What follows belongs to an exercise in optimizing a design on an open flow for small area and a short achievable clock period; a production flow would make more cautious choices. Where RTL was checked, it was by simulation tests only, not by an equivalence proof against the original. Power and IR drop assume default switching activity.

==> run a: inputs <==
Design execStage, start of the top module:
module execStage (
    input  logic                 clk,
    input  logic                 rstN,
    input  logic                 inValid,
    input  execPkg::opcodeE               opcode,
    input  logic [execPkg::DataWidth-1:0] operandA,
    input  logic [execPkg::DataWidth-1:0] operandB,
    input  logic [execPkg::DataWidth-1:0] immediate,
    input  logic [execPkg::AddrWidth-1:0] pc,
    input  logic [execPkg::AddrWidth-1:0] stackTop,
    output logic                 outValid,
    output logic                 regWriteEn,
    output logic                 writeFromMem,
    output logic [execPkg::DataWidth-1:0] writeData,
    output logic                 memReadEn,
    output logic                 memWriteEn,
    output logic [execPkg::AddrWidth-1:0] memAddr,
    output logic [execPkg::DataWidth-1:0] memWriteData,
    output logic                 branchTaken,
    output logic [execPkg::AddrWidth-1:0] branchTarget,
    output logic                 pushReturn,
    output logic                 popReturn,
    output logic                 illegalOp
);
    logic        regWrite, memRead, memWrite, isBranch, isJpc, isBrfl;
    logic        stackPush, stackPop, isCompare, isDiv, illegal;
    logic [15:0] divB3;
    logic [15:0] dataResult, addrResult;
    logic        cmpEqual, cmpLess;
    controlDecoder controlDecoder_i (
        .opcode(opcode), .regWrite(regWrite), .memRead(memRead), .memWrite(memWrite),
        .isBranch(isBranch), .isJpc(isJpc), .isBrfl(isBrfl),
        .stackPush(stackPush), .stackPop(stackPop),
        .isCompare(isCompare), .isDiv(isDiv), .illegal(illegal)
    );
    aluCore aluCore_i (
        .opcode(opcode), .operandA(operandA), .operandB(operandB),
        .immediate(immediate), .pc(pc), .stackTop(stackTop),
  ...
==> module aluCore, before the edit <==
module aluCore (
    input  logic [5:0]  opcode,
    input  logic [15:0] operandA,
    input  logic [15:0] operandB,
    input  logic [15:0] immediate,
    input  logic [15:0] pc,
    input  logic [15:0] stackTop,
    output logic [15:0] dataResult,
    output logic [15:0] addrResult,
    output logic [15:0] divB3,        
    output logic        cmpEqual,
    output logic        cmpLess
);
    assign divB3 = operandB + {operandB[14:0], 1'b0};
    logic [7:0] quotHi;
    logic [7:0] rem [0:4];
    assign rem[0] = '0;
    for (genvar k = 0; k < 4; k++) begin : gDiv
        localparam int W = 2*k + 2;
        logic [W-1:0] t, r;
        if (k == 0) begin : gT0
            assign t = operandA[15:14];
        end else begin : gTn
            assign t = {rem[k][W-3:0], operandA[15-2*k:14-2*k]};
        end
        divStep4 #(.W(W)) uStep (.t(t), .b(operandB), .b3(divB3), .q(quotHi[7-2*k:6-2*k]), .r(r));
        assign rem[k+1] = 8'(r);
    end
    logic [15:0] product;
    logic        isShl;
    logic [15:0] shIn, shOut, shOutRev, aRev;
    assign isShl = (opcode == 6'd12);
    for (genvar b = 0; b < 16; b++) begin : gRev
        assign aRev[b]     = operandA[15-b];
        assign shOutRev[b] = shOut[15-b];
    end
    assign shIn  = isShl ? aRev : operandA;
    assign shOut = shIn >> operandB[3:0];
    mulLow16 uMul (.a(operandA), .b(operandB), .p(product));
    logic opMem1, opAdd, opSub, opCall, opJpc;
    assign opMem1 = (opcode == 6'd0) || (opcode == 6'd3);
    assign opAdd  = (opcode == 6'd6);
    assign opSub  = (opcode == 6'd7) || (opcode == 6'd14);
    assign opCall = (opcode == 6'd19);
    assign opJpc  = (opcode == 6'd17);
    logic [15:0] addX, addY;
    logic [16:0] sum;
    assign addX = (opCall || opJpc) ? pc : operandA;
    always_comb begin
        if (opAdd)                    addY = operandB;
        else if (opSub)               addY = ~operandB;
        else if (opMem1 || opJpc)     addY = immediate;
        else                          addY = '0;
    end
    assign sum = {1'b0, addX} + {1'b0, addY} + 17'(opSub || opCall);
    assign cmpLess  = ~sum[16];
    assign cmpEqual = (sum[15:0] == '0);
    logic [3:0]  logicTable;
    logic [15:0] logicResult;
    always_comb begin
        case (opcode)
            6'd5:    logicTable = 4'b1010;     
            6'd10:   logicTable = 4'b1000;     
            6'd11:   logicTable = 4'b1110;     
            6'd15:   logicTable = 4'b0011;     
            default: logicTable = 4'b0000;
        endcase
    end
    for (genvar b = 0; b < 16; b++) begin : gLogic
        assign logicResult[b] = logicTable[{operandA[b], operandB[b]}];
    end
    logic selSum, selImm, selProd, selShl, selShr, isDivOp;
    assign selSum     = (opcode == 6'd0) || (opcode == 6'd1) || (opcode == 6'd3) || (opcode == 6'd4) ||
                        (opcode == 6'd6) || (opcode == 6'd7) || (opcode == 6'd19);
    assign selImm     = (opcode == 6'd2);
    assign selProd    = (opcode == 6'd8);
    assign selShl     = (opcode == 6'd12);
    assign selShr     = (opcode == 6'd13);
    assign isDivOp    = (opcode == 6'd9);
    logic [15:0] otherResult;
    assign otherResult = ({16{selSum}} & sum[15:0]) | ({16{selImm}} & immediate) |
                         ({16{selProd}} & product) | ({16{selShl}} & shOutRev) |
                         ({16{selShr}} & shOut) | logicResult;
    assign dataResult = isDivOp ? {quotHi, rem[4]} : otherResult;
    logic selB, selA, selSum2, selImm2, selStack;
    assign selB     = (opcode == 6'd3) || (opcode == 6'd4) || (opcode == 6'd9);
    assign selA     = (opcode == 6'd16) || (opcode == 6'd19);
    assign selSum2  = (opcode == 6'd17);
    assign selImm2  = (opcode == 6'd18);
    assign selStack = (opcode == 6'd20);
    assign addrResult = ({16{selB}} & operandB) | ({16{selA}} & operandA) | ({16{selSum2}} & sum[15:0]) |
                        ({16{selImm2}} & immediate) | ({16{selStack}} & stackTop);
endmodule
export LEC_CHECK = 0
export ABC_AREA = 1
export CAP_MARGIN = 20
export CORE_MARGIN = 2
export CORE_UTILIZATION = 40
export CTS_BUF_LIST = sky130_fd_sc_hd__clkbuf_4 sky130_fd_sc_hd__clkbuf_8
export PLACE_DENSITY = 0.6
export SLEW_MARGIN = 20
create_clock -name core_clock -period 32.0 [get_ports {clk}]
standard.sh (not shown) runs the stock make flow with config.mk's settings and CLKGATE_MAP_FILE= SYNTH_SCRIPT=/design/flow/synth_recipe.tcl, a recipe that flattens the netlist after the stock synthesis.
==> flow/flow/run.sh <==
#!/bin/bash
# The standard ORFS flow with three changes: synthesis leaves adders to ABC
# (no full/half-adder cell extraction), ports are buffered with buf_1, and
# timing repair aims at a setup slack margin of 19 ns. make's output goes to
# standard.log; each tool's own log is under orfs/logs.
bash standard.sh ADDER_MAP_FILE= SETUP_SLACK_MARGIN=19 "BUFFER_PORTS_ARGS=-buffer_cell sky130_fd_sc_hd__buf_1" finish > standard.log 2>&1
==> run b: changes against run a <==
--- a/flow/design.v
+++ b/flow/design.v
@@ -122,13 +122,14 @@
     end
-    logic [15:0] product;
-    logic        isShl;
-    logic [15:0] shIn, shOut, shOutRev, aRev;
+    logic        isShl, isShr;
+    logic [15:0] aRev, mulA, mulB, product, productRev, shiftOneHot;
     assign isShl = (opcode == 6'd12);
+    assign isShr = (opcode == 6'd13);
+    assign shiftOneHot = 16'd1 << operandB[3:0];
     for (genvar b = 0; b < 16; b++) begin : gRev
-        assign aRev[b]     = operandA[15-b];
-        assign shOutRev[b] = shOut[15-b];
+        assign aRev[b]       = operandA[15-b];
+        assign productRev[b] = product[15-b];
     end
-    assign shIn  = isShl ? aRev : operandA;
-    assign shOut = shIn >> operandB[3:0];
-    mulLow16 uMul (.a(operandA), .b(operandB), .p(product));
+    assign mulA = isShr ? aRev : operandA;
+    assign mulB = (isShl || isShr) ? shiftOneHot : operandB;
+    mulLow16 uMul (.a(mulA), .b(mulB), .p(product));
     logic opMem1, opAdd, opSub, opCall, opJpc;
@@ -165,3 +166,3 @@
     end
-    logic selSum, selImm, selProd, selShl, selShr, isDivOp;
+    logic selSum, selImm, selProd, selProdRev, isDivOp;
     assign selSum     = (opcode == 6'd0) || (opcode == 6'd1) || (opcode == 6'd3) || (opcode == 6'd4) ||
@@ -169,5 +170,4 @@
     assign selImm     = (opcode == 6'd2);
-    assign selProd    = (opcode == 6'd8);
-    assign selShl     = (opcode == 6'd12);
-    assign selShr     = (opcode == 6'd13);
+    assign selProd    = (opcode == 6'd8) || (opcode == 6'd12);
+    assign selProdRev = (opcode == 6'd13);
     assign isDivOp    = (opcode == 6'd9);
@@ -175,4 +175,3 @@
     assign otherResult = ({16{selSum}} & sum[15:0]) | ({16{selImm}} & immediate) |
-                         ({16{selProd}} & product) | ({16{selShl}} & shOutRev) |
-                         ({16{selShr}} & shOut) | logicResult;
+                         ({16{selProd}} & product) | ({16{selProdRev}} & productRev) | logicResult;
     assign dataResult = isDivOp ? {quotHi, rem[4]} : otherResult;
==> flow/flow/run.sh (replaced) <==
#!/bin/bash
# The standard ORFS flow with three changes: synthesis leaves adders to ABC
# (no full/half-adder cell extraction), ports are buffered with buf_2, and
# timing repair aims at a setup slack margin of 19.5 ns on the worst 10% of endpoints. make's output goes to
# standard.log; each tool's own log is under orfs/logs.
bash standard.sh ADDER_MAP_FILE= SETUP_SLACK_MARGIN=19.5 TNS_END_PERCENT=10 "BUFFER_PORTS_ARGS=-buffer_cell sky130_fd_sc_hd__buf_2" finish > standard.log 2>&1
CTS_BUF_LIST = not set   (was sky130_fd_sc_hd__clkbuf_4 sky130_fd_sc_hd__clkbuf_8)
==> notes.md <==
Of run b and run a, run b has the higher design area (gap about 6%, measured against run a). Worst hold slack is about the same in run a and run b. Against run a, the total power of run b is larger by about 30%. Between run a and run b, the lower sequential power is in run a (gap about 5%, measured against run b). In synthesized area, run b and run a hardly differ. Sequential share of layout area: run a is higher than run b (0.14 points).
For run b, only the layout was checked, not whether the RTL still works.

[separate check: timing with driven ports]
The results above use ideal ports. As a check the final layouts listed here were re-extracted and re-timed, cells and wires unchanged.
Step 1 (the two cells are an assumption about what drives the block):
set clk [get_ports {clk}]
set_driving_cell -lib_cell sky130_fd_sc_hd__clkbuf_16 $clk
set_driving_cell -lib_cell sky130_fd_sc_hd__buf_2 [delete_from_list [all_inputs] $clk]
Step 2, shift: input delay + t, output delay - t, t = (earliest + latest rising clock arrival at the registers) / 2. This alone moves slack from input paths to output paths.
a / b / c = ideal / step 1 / step 2; a / b = the first two.
run | t (ns) | setup WS [ns] | worst setup path after step 2
run a | 0.406 | 19.281 / 19.237 / 19.282 | input to register
run b | 0.414 | 19.719 / 19.669 / 19.605 | input to register
After both steps every run listed still meets setup and hold. The setup slack of run b, which loses most, moves by -0.050 ns with the drivers and by -0.114 ns with both steps.
